Context: an optimization exercise on an open-source flow, tuned for small area. The choices shown serve that exercise and are no tape-out recipe.
The RTL was checked by simulation tests, not by an equivalence proof against the original design.
No activity file was given, so power comes from the tool's default toggle rates. The flow treats the clock pin as an ideal source, which a real chip does not have.

==> inputs of violet <==
==> flow/design.v <==
module wb_reg_file #(
    parameter int PC_BITS       = 32,
    parameter int REG_ADDR_BITS = 5
) (
    input  logic                     clk,
    input  logic                     rst,
    input  logic                     reg_write_wb,
    input  logic [1:0]               mem_to_reg_wb,
    input  logic [PC_BITS-1:0]       alu_out_wb,
    input  logic [PC_BITS-1:0]       read_data_wb,
    input  logic [PC_BITS-1:0]       pc_plus_4wb,
    input  logic [REG_ADDR_BITS-1:0] write_reg_wb,
    input  logic [REG_ADDR_BITS-1:0] rs_addr_d,
    input  logic [REG_ADDR_BITS-1:0] rt_addr_d,
    output logic [PC_BITS-1:0]       rs_data_d,
    output logic [PC_BITS-1:0]       rt_data_d,
    output logic [PC_BITS-1:0]       result_wb,
    output logic                     commit_wb,
    output logic [31:0]              wb_count
);
    localparam int NUM_REGS = 1 << REG_ADDR_BITS;
    logic [PC_BITS-1:0] regs_q [1:NUM_REGS-1];
    logic [31:0]        count_q;
    always_comb begin
        case (mem_to_reg_wb)
            2'b01:   result_wb = read_data_wb;
            2'b10:   result_wb = pc_plus_4wb;
            default: result_wb = alu_out_wb;
        endcase
    end
    assign commit_wb = reg_write_wb && (write_reg_wb != '0);
    assign wb_count  = count_q;
    logic [PC_BITS-1:0]  wdata;
    logic [NUM_REGS-1:1] wen;
    assign wdata = rst ? '0 : result_wb;
    always_comb begin
        for (int i = 1; i < NUM_REGS; i++) begin
            wen[i] = rst | (reg_write_wb && (write_reg_wb == REG_ADDR_BITS'(i)));
        end
    end
    logic [PC_BITS-1:0] regs_d [1:NUM_REGS-1];
    for (genvar i = 1; i < NUM_REGS; i++) begin : g_reg
        for (genvar j = 0; j < PC_BITS; j++) begin : g_bit
            wb_reg_hold u_hold (
                .q    (regs_q[i][j]),
                .wd   (wdata[j]),
                .en   (wen[i]),
                .en_n (~wen[i]),
                .d    (regs_d[i][j])
            );
        end
    end
    always_ff @(posedge clk) begin
        for (int i = 1; i < NUM_REGS; i++) begin
            regs_q[i] <= regs_d[i];
        end
    end
    always_ff @(posedge clk) begin
        if (rst)            count_q <= '0;
        else if (commit_wb) count_q <= count_q + 32'd1;
    end
    logic [NUM_REGS-1:1] rs_sel, rt_sel;
    always_comb begin
        for (int i = 1; i < NUM_REGS; i++) begin
            rs_sel[i] = (rs_addr_d == REG_ADDR_BITS'(i));
            rt_sel[i] = (rt_addr_d == REG_ADDR_BITS'(i));
        end
    end
    for (genvar j = 0; j < PC_BITS; j++) begin : g_rd
        logic [NUM_REGS-1:1] col;
        for (genvar i = 1; i < NUM_REGS; i++) begin : g_col
            assign col[i] = regs_q[i][j];
        end
        wb_rd_bit u_rs (.q(col), .sel(rs_sel), .o(rs_data_d[j]));
        wb_rd_bit u_rt (.q(col), .sel(rt_sel), .o(rt_data_d[j]));
    end
endmodule
module wb_reg_hold (
    input  logic q,
    input  logic wd,
    input  logic en,
    input  logic en_n,
    output logic d
);
    assign d = (q | en) & (wd | en_n);
endmodule
module wb_rd_bit (
    input  logic [30:0] q,
    input  logic [30:0] sel,
    output logic        o
);
    logic [10:0] t;
    for (genvar k = 0; k < 10; k++) begin : g_aoi
        wb_aoi222 u_aoi (
            .a0(q[3*k]),   .b0(sel[3*k]),
            .a1(q[3*k+1]), .b1(sel[3*k+1]),
            .a2(q[3*k+2]), .b2(sel[3*k+2]),
            .y (t[k])
        );
    end
    assign t[10] = ~(q[30] & sel[30]);
    wb_or3_nand u_or (.t(t), .o(o));
endmodule
module wb_aoi222 (
    input  logic a0, b0, a1, b1, a2, b2,
    output logic y
);
    assign y = ~((a0 & b0) | (a1 & b1) | (a2 & b2));
endmodule
module wb_or3_nand (
    input  logic [10:0] t,
    output logic        o
);
    assign o = ~(&t[3:0]) | ~(&t[7:4]) | ~(&t[10:8]);
endmodule
==> flow/flow/run.sh <==
#!/bin/bash
# Standard ORFS layout (the standard.sh) with one change to how the layout is made: the port
# buffers are the smallest buffer instead of clkdlybuf4s50_1. Each tool's full log stays under
# orfs/logs/; make's own output goes to flow_make.log here.
set -euo pipefail
export BUFFER_PORTS_ARGS="-buffer_cell sky130_fd_sc_hd__buf_1"
bash standard.sh finish > flow_make.log 2>&1
==> flow/standard.sh <==
#!/bin/bash
# synth_recipe.tcl (not shown) runs the flow's synth.tcl, then flattens the netlist and writes it again
# the make line also repeats each setting of config.mk as NAME=value (left out here)
make -C /OpenROAD-flow-scripts/flow DESIGN_CONFIG=/design/flow/config.mk WORK_HOME=/design/flow/orfs CLKGATE_MAP_FILE= SYNTH_SCRIPT=/design/flow/synth_recipe.tcl "${@:-finish}"
==> flow/config.mk <==
export PLATFORM = sky130hd
export DESIGN_NAME = wb_reg_file
export DESIGN_NICKNAME = wb_reg_file
export VERILOG_FILES = /design/flow/design.v
export SDC_FILE = /design/flow/constraint.sdc
export NUM_CORES = 4
export LEC_CHECK = 0
export CAP_MARGIN = 10
export CORE_MARGIN = 2
export CORE_UTILIZATION = 45
export CTS_CLUSTER_DIAMETER = 80
export CTS_CLUSTER_SIZE = 24
export SLEW_MARGIN = 10
export SYNTH_HIERARCHICAL = 1
==> flow/constraint.sdc <==
create_clock -name core_clock -period 6.0 [get_ports {clk}]
set_input_delay 1.2000 -clock core_clock [delete_from_list [all_inputs] [get_ports {clk}]]
set_output_delay 1.2000 -clock core_clock [all_outputs]
set_load 0.01 [all_outputs]
==> inputs of lagoon, as changes to violet <==
==> flow/config.mk (replaced) <==
export PLATFORM = sky130hd
export DESIGN_NAME = wb_reg_file
export DESIGN_NICKNAME = wb_reg_file
export VERILOG_FILES = /design/flow/design.v
export SDC_FILE = /design/flow/constraint.sdc
export NUM_CORES = 4
export LEC_CHECK = 0
export CAP_MARGIN = 20
export CORE_MARGIN = 2
export CORE_UTILIZATION = 35
export CTS_CLUSTER_DIAMETER = 80
export CTS_CLUSTER_SIZE = 24
export PLACE_DENSITY = 0.45
export SLEW_MARGIN = 20
export SYNTH_HIERARCHICAL = 1
==> qor summary <==
Total area of multi-input combinational cells: violet 19900 µm²; lagoon 19900 µm²
Met2 Use GR: violet 56.9%; lagoon 52.7%
Final core area utilization: violet 52.2%; lagoon 41.6%
Pre-CTS WS: violet 734 ps; lagoon 592 ps
Result of the run: violet no timing/DRC/antenna violations; lagoon no timing/DRC/antenna violations
Layout filler cell count: violet 8028; lagoon 10900
Initial core utilization: violet 45.2%; lagoon 35.4%
Slowest stage cell, crit path: violet nor2_4; lagoon a222oi_1
VDD IR-drop max: violet 0.000270 V; lagoon 0.000246 V
Count of buffers not belonging to the clock network in the layout: violet 427; lagoon 438
Depth of the critical timing path with buffers and inverters included: violet 8; lagoon 9
Relative area change from synthesis to final layout: violet 15.3%; lagoon 17.6%
Launch point of the worst path: violet rt_addr_d[0]; lagoon rt_addr_d[1]
Amount of wire on met3 after detailed routing: violet 27300 µm; lagoon 26400 µm
Power per cell area: violet 316 nW/µm²; lagoon 327 nW/µm²
Number of global-route vias before repair: violet 37800; lagoon 40100
Detailed route wirelength on metal2: violet 77200 µm; lagoon 91300 µm
Worst path arrival time: violet 4260 ps; lagoon 4410 ps
Global router's overall resource usage: violet 39.9%; lagoon 35.6%
ClkCell Share: violet 3.31%; lagoon 4.19%
Crit path max fanout: violet 32; lagoon 20
Period Utilization, post-route: violet 91.0%; lagoon 93.5%
Number of diodes: violet 8; lagoon 12
Total power of the final layout: violet 14500 µW; lagoon 15300 µW

========
==> try-xenon <==
RTL: the design.v shown in full above, as it stands there.
==> flow/config.mk <==
export PLATFORM = sky130hd
export DESIGN_NAME = wb_reg_file
export DESIGN_NICKNAME = wb_reg_file
export VERILOG_FILES = /design/flow/design.v
export SDC_FILE = /design/flow/constraint.sdc
export NUM_CORES = 4
export LEC_CHECK = 0
export CAP_MARGIN = 20
export CORE_MARGIN = 2
export CORE_UTILIZATION = 45
export CTS_CLUSTER_DIAMETER = 100
export CTS_CLUSTER_SIZE = 30
export SLEW_MARGIN = 20
export SYNTH_HIERARCHICAL = 1
==> flow/constraint.sdc <==
create_clock -name core_clock -period 6.0 [get_ports {clk}]
set_input_delay 1.2000 -clock core_clock [delete_from_list [all_inputs] [get_ports {clk}]]
set_output_delay 1.2000 -clock core_clock [all_outputs]
set_load 0.01 [all_outputs]
standard.sh (not shown) runs the stock make flow with config.mk's settings and CLKGATE_MAP_FILE= SYNTH_SCRIPT=/design/flow/synth_recipe.tcl, a recipe that flattens the netlist after the stock synthesis.
==> flow/flow/run.sh <==
#!/bin/bash
# Standard ORFS layout (the standard.sh) with one change to how the layout is made: the port
# buffers are the smallest buffer instead of clkdlybuf4s50_1. Each tool's full log stays under
# orfs/logs/; make's own output goes to flow_make.log here.
set -euo pipefail
export BUFFER_PORTS_ARGS="-buffer_cell sky130_fd_sc_hd__buf_1"
bash standard.sh finish > flow_make.log 2>&1
==> try-raven: changes against try-xenon <==
==> flow/design.v, changed modules only <==
module wb_reg_file #(
    parameter int PC_BITS       = 32,
    parameter int REG_ADDR_BITS = 5
) (
    input  logic                     clk,
    input  logic                     rst,
    input  logic                     reg_write_wb,
    input  logic [1:0]               mem_to_reg_wb,
    input  logic [PC_BITS-1:0]       alu_out_wb,
    input  logic [PC_BITS-1:0]       read_data_wb,
    input  logic [PC_BITS-1:0]       pc_plus_4wb,
    input  logic [REG_ADDR_BITS-1:0] write_reg_wb,
    input  logic [REG_ADDR_BITS-1:0] rs_addr_d,
    input  logic [REG_ADDR_BITS-1:0] rt_addr_d,
    output logic [PC_BITS-1:0]       rs_data_d,
    output logic [PC_BITS-1:0]       rt_data_d,
    output logic [PC_BITS-1:0]       result_wb,
    output logic                     commit_wb,
    output logic [31:0]              wb_count
);
    localparam int NUM_REGS = 1 << REG_ADDR_BITS;
    typedef enum logic [1:0] {
        SEL_ALU  = 2'b00,
        SEL_LOAD = 2'b01,
        SEL_LINK = 2'b10,
        SEL_RSVD = 2'b11
    } wb_sel_e;
    logic [PC_BITS-1:0] regs_q [NUM_REGS];
    logic [31:0]        count_q;
    logic [31:0]        count_d;
    always_comb begin
        result_wb = alu_out_wb;
        case (mem_to_reg_wb)
            SEL_LOAD: result_wb = read_data_wb;
            SEL_LINK: result_wb = pc_plus_4wb;
            default:  result_wb = alu_out_wb;
        endcase
    end
    assign commit_wb = reg_write_wb && (write_reg_wb != '0);
    assign count_d   = count_q + 32'd1;
    assign wb_count  = count_q;
    always_ff @(posedge clk) begin
        if (rst) begin
            for (int i = 0; i < NUM_REGS; i++) begin
                regs_q[i] <= '0;
            end
            count_q <= '0;
        end else if (commit_wb) begin
            regs_q[write_reg_wb] <= result_wb;
            count_q              <= count_d;
        end
    end
    always_comb begin
        rs_data_d = regs_q[rs_addr_d];
        if (rs_addr_d == '0) begin
            rs_data_d = '0;
        end
    end
    always_comb begin
        rt_data_d = regs_q[rt_addr_d];
        if (rt_addr_d == '0) begin
            rt_data_d = '0;
        end
    end
endmodule
// module wb_reg_hold removed
// module wb_rd_bit removed
// module wb_aoi222 removed
// module wb_or3_nand removed
==> flow/run.sh (new file) <==
#!/bin/bash
# synth_recipe.tcl (not shown) runs the flow's synth.tcl, then flattens the netlist and writes it again
# the make line also repeats each setting of config.mk as NAME=value (left out here)
make -C /OpenROAD-flow-scripts/flow DESIGN_CONFIG=/design/flow/config.mk WORK_HOME=/design/flow/orfs CLKGATE_MAP_FILE= SYNTH_SCRIPT=/design/flow/synth_recipe.tcl finish
- CORE_UTILIZATION: 45 -> 40
- CTS_CLUSTER_DIAMETER: 100 -> default
- CTS_CLUSTER_SIZE: 30 -> default
- SYNTH_HIERARCHICAL: 1 -> default
removed: flow/flow/run.sh
removed: flow/standard.sh
==> try-pepper: changes against try-xenon <==
==> flow/flow/run.sh (replaced) <==
#!/bin/bash
# Standard ORFS layout (the standard.sh) with two changes to how the layout is made: the port
# buffers are the smallest buffer instead of clkdlybuf4s50_1, and clock tree synthesis inserts no
# dummy loads. Each tool's full log stays under orfs/logs/; make's own output goes to
# flow_make.log here.
set -euo pipefail
export BUFFER_PORTS_ARGS="-buffer_cell sky130_fd_sc_hd__buf_1"
export CTS_ARGS="-sink_clustering_enable -repair_clock_nets -sink_clustering_size 30 -sink_clustering_max_diameter 100 -dont_use_dummy_load"
bash standard.sh finish > flow_make.log 2>&1
- CORE_UTILIZATION: 45 -> 55
- PLACE_DENSITY: default -> 0.66
==> comparison <==
Sequential share of layout area, highest first: try-raven, try-pepper, try-xenon.
Routed wire length, highest first: try-raven, try-pepper, try-xenon.
Between try-pepper and try-xenon, the lower non-clock buffer count is in try-xenon (gap 27).
Register-to-register slack, lowest first: try-raven, try-pepper, try-xenon.
Against try-pepper, the core utilization of try-xenon is lower by 12 points.
==> figures <==
metric                                                               try-raven                 try-xenon                try-pepper
Fraction of the mapped netlist area in compound gates                   6.073%                    39.66%                    39.66%
Result of the run                                               finished clean            finished clean            finished clean
Total internal power                                                  13.43 mW                  9.759 mW                  9.639 mW
Seq pwr                                                                8.68 mW                   8.16 mW                   8.18 mW
Routability-driven placement congestion ratio                           0.9397                    0.9055                     1.033
Most common cell after layout, fill and taps aside     sky130_fd_sc_hd__nor2_1  sky130_fd_sc_hd__dfxtp_1  sky130_fd_sc_hd__dfxtp_1
Synthesis-to-finish area growth                                         16.99%                    14.81%                    14.23%
Signal arrival time at the worst endpoint                              4.49 ns                   4.20 ns                   4.40 ns
Top-count cell post-synth                              sky130_fd_sc_hd__nor2_1  sky130_fd_sc_hd__dfxtp_1  sky130_fd_sc_hd__dfxtp_1
Routed wire length per instance                                       33.19 µm                  37.67 µm                  39.30 µm
Register bit count reported by yosys                                      1056                      1024                      1024

==> re-timing with driven ports <==
No port has a modelled driver above. Below, the same layouts with a new extraction and two added sets of constraints.
Step 1 sets driving cells, clkbuf_16 on the clock port and buf_2 on the other inputs (assumed; they add their load-dependent delay and slew).
Step 2 times the ports against the registers' clock, not the clock port: input delays grow and output delays shrink by t, the midpoint of the rising clock arrivals with the driver on.
Slacks: no drivers / after step 1 / after step 2; pairs: no drivers / after step 1.
run	t, ns	setup WS [ns]	worst setup path at the end	worst register clock-pin slew, ns
violet	0.717	0.537 / 0.474 / 0.474	input to output	0.10 / 0.10
lagoon	0.771	0.389 / 0.261 / 0.261	input to output	0.10 / 0.10
try-xenon	0.705	0.599 / 0.537 / 0.537	input to output	0.12 / 0.12
try-raven	0.794	0.309 / 0.272 / 0.272	input to output	0.06 / 0.06
try-pepper	0.697	0.402 / 0.372 / 0.372	input to output	0.12 / 0.12
After both steps every run listed still meets setup and hold. The setup slack of lagoon, which loses most, moves by -0.128 ns with the drivers and by -0.128 ns with both steps.
